From an optimization exercise on the open Yosys and OpenROAD flow, aimed at a short achievable clock period and few clock cycles per item; shortcuts taken in it are not production practice.
Only simulation tests tie the RTL to the original design; equivalence was not proved.
Power is estimated from default activity; no workload was simulated.

==> flow/design.v (excerpt) <==
module calendar_time_add_minutes #(
    parameter int MAX_ADD_MINUTES = 65535
) (
    input  wire logic                     clk,
    input  wire logic                     rst_n,
    input  wire logic                     cmd_valid,
    output wire logic                     cmd_ready,
    input  wire logic                     cmd_req_type,
    input  wire logic [cta_pkg::ADD_W-1:0]    cmd_add_minutes,
    input  wire logic [cta_pkg::DAY_W-1:0]    cmd_load_day,
    input  wire logic [cta_pkg::MONTH_W-1:0]  cmd_load_month,
    input  wire logic [cta_pkg::YEAR_W-1:0]   cmd_load_year,
    input  wire logic [cta_pkg::HOUR_W-1:0]   cmd_load_hour,
    input  wire logic [cta_pkg::MINUTE_W-1:0] cmd_load_minute,
    output wire logic                     rsp_valid,
    input  wire logic                     rsp_ready,
    output wire logic [cta_pkg::DAY_W-1:0]    rsp_out_day,
    output wire logic [cta_pkg::MONTH_W-1:0]  rsp_out_month,
    output wire logic [cta_pkg::YEAR_W-1:0]   rsp_out_year,
    output wire logic [cta_pkg::HOUR_W-1:0]   rsp_out_hour,
    output wire logic [cta_pkg::MINUTE_W-1:0] rsp_out_minute,
    output wire logic                     rsp_leap_flag,
    output wire logic [cta_pkg::DAY_W-1:0]    rsp_month_length
);
For scale: roughly 3700 cells after synthesis, ~680 flip-flops, ~100 I/O pins.
export LEC_CHECK = 0
export ABC_CLOCK_PERIOD_IN_PS = 1500
export CAP_MARGIN = 20
export CORE_MARGIN = 2
export CORE_UTILIZATION = 40
export SETUP_SLACK_MARGIN = 5
export SLEW_MARGIN = 20
create_clock -name core_clock -period 10.0 [get_ports {clk}]
standard.sh (not shown) runs the stock make flow with config.mk's settings and CLKGATE_MAP_FILE= SYNTH_SCRIPT=/design/flow/synth_recipe.tcl, a recipe that flattens the netlist after the stock synthesis.
==> flow/flow/run.sh <==
#!/bin/bash
set -euo pipefail
cd "$(dirname "$0")/.."
bash standard.sh SETUP_SLACK_MARGIN=6.5 finish > standard_make.log 2>&1
Testbench counts at the start, summed over its fixed seeds: cycles 2,432, items 2,400.
Rerun with:
==> flow/flow/run.sh (replaced) <==
#!/bin/bash
set -euo pipefail
cd "$(dirname "$0")/.."
bash standard.sh SETUP_SLACK_MARGIN=7 finish > standard_make.log 2>&1
--- a/flow/config.mk
+++ b/flow/config.mk
@@ -11 +11 @@
-export CORE_UTILIZATION = 40
+export CORE_UTILIZATION = 55
After rerunning: The changed run completed without violations. Setup slack improved by 0.30 ns. Register-to-register slack gains 0.30 ns. Non-clock buffer count rose by 145. Via count went up by 5.5%. Final area rises by 7.3%.

========
calendar_time_add_minutes again, from the RTL that the note above started with.
==> flow/design.v (excerpt) <==
module calendar_time_add_minutes #(
    parameter int MAX_ADD_MINUTES = 65535
) (
    input  wire logic                     clk,
    input  wire logic                     rst_n,
    input  wire logic                     cmd_valid,
    output wire logic                     cmd_ready,
    input  wire logic                     cmd_req_type,
    input  wire logic [cta_pkg::ADD_W-1:0]    cmd_add_minutes,
    input  wire logic [cta_pkg::DAY_W-1:0]    cmd_load_day,
    input  wire logic [cta_pkg::MONTH_W-1:0]  cmd_load_month,
    input  wire logic [cta_pkg::YEAR_W-1:0]   cmd_load_year,
    input  wire logic [cta_pkg::HOUR_W-1:0]   cmd_load_hour,
    input  wire logic [cta_pkg::MINUTE_W-1:0] cmd_load_minute,
    output wire logic                     rsp_valid,
    input  wire logic                     rsp_ready,
    output wire logic [cta_pkg::DAY_W-1:0]    rsp_out_day,
    output wire logic [cta_pkg::MONTH_W-1:0]  rsp_out_month,
    output wire logic [cta_pkg::YEAR_W-1:0]   rsp_out_year,
    output wire logic [cta_pkg::HOUR_W-1:0]   rsp_out_hour,
    output wire logic [cta_pkg::MINUTE_W-1:0] rsp_out_minute,
    output wire logic                     rsp_leap_flag,
    output wire logic [cta_pkg::DAY_W-1:0]    rsp_month_length
);
clock: 10.0 ns
lec_check: 0
abc_clock_period_in_ps: 3000
cap_margin: 20
core_margin: 2
core_utilization: 40
setup_slack_margin: 5
slew_margin: 20
==> flow/flow/run.sh <==
#!/bin/bash
set -euo pipefail
cd "$(dirname "$0")/.."
bash standard.sh SETUP_SLACK_MARGIN=7 finish > standard_make.log 2>&1
The baseline completed without violations.
Testbench counts at the start, summed over its fixed seeds: cycles 2,432, items 2,400.
Edit:
Settings changed: ABC_CLOCK_PERIOD_IN_PS 3000 to 1500.
Count of clock-buffer cells in the layout stays the same.
Area after synthesis does not change.
Non-clock buffer count is unchanged.
Global-route usage stays the same.
Via count stays the same.
Sequential share of layout area does not change.
Total power stays the same.
Worst setup slack is unchanged.
Wire length is unchanged.
Fmax is unchanged.
Flip-flop and latch count does not change.
Edit:
==> flow/flow/run.sh (replaced) <==
#!/bin/bash
set -euo pipefail
cd "$(dirname "$0")/.."
bash standard.sh SETUP_SLACK_MARGIN=7.5 finish > standard_make.log 2>&1
Effect: The new run finished with timing, DRC and antenna clean; clock-buffer cell count decreases by 21; worst setup slack is worse by 0.079 ns; sequential cell count is unchanged; via count increases by roughly a tenth; power increases by about a fifth; critical path depth increases by 13.

separate check: timing with driven ports:
In the flow no input, the clock included, has a driving cell. The finished layouts below were timed again as built, in two steps. Step 1 sets driving cells, clkbuf_16 on the clock port and buf_2 on the other inputs (assumed; they add their load-dependent delay and slew). Step 2 also shifts input and output timing later by t, the mid clock arrival at the registers, as if the neighbouring blocks saw the same clock. Slacks: ideal ports / drivers / drivers and shift; pairs: ideal ports / drivers.
| run | t (ns) | setup slack, ns | clock arrival spread, ns |
|---|---|---|---|
| the first run of note 1 | 0.704 | 6.472 / 6.472 / 5.951 | 0.060 / 0.061 |
| the second run of note 1 | 0.697 | 6.770 / 6.766 / 6.318 | 0.026 / 0.027 |
| the first run of note 2 | 0.707 | 6.832 / 6.768 / 6.339 | 0.047 / 0.047 |
| the second run of note 2 | 0.707 | 6.832 / 6.768 / 6.339 | 0.047 / 0.047 |
| the third run of note 2 | 0.712 | 6.753 / 6.741 / 6.436 | 0.052 / 0.051 |
After both steps every run listed still meets setup and hold. The setup slack of the first run of note 1, which loses most, moves by 0.000 ns with the drivers and by -0.521 ns with both steps.
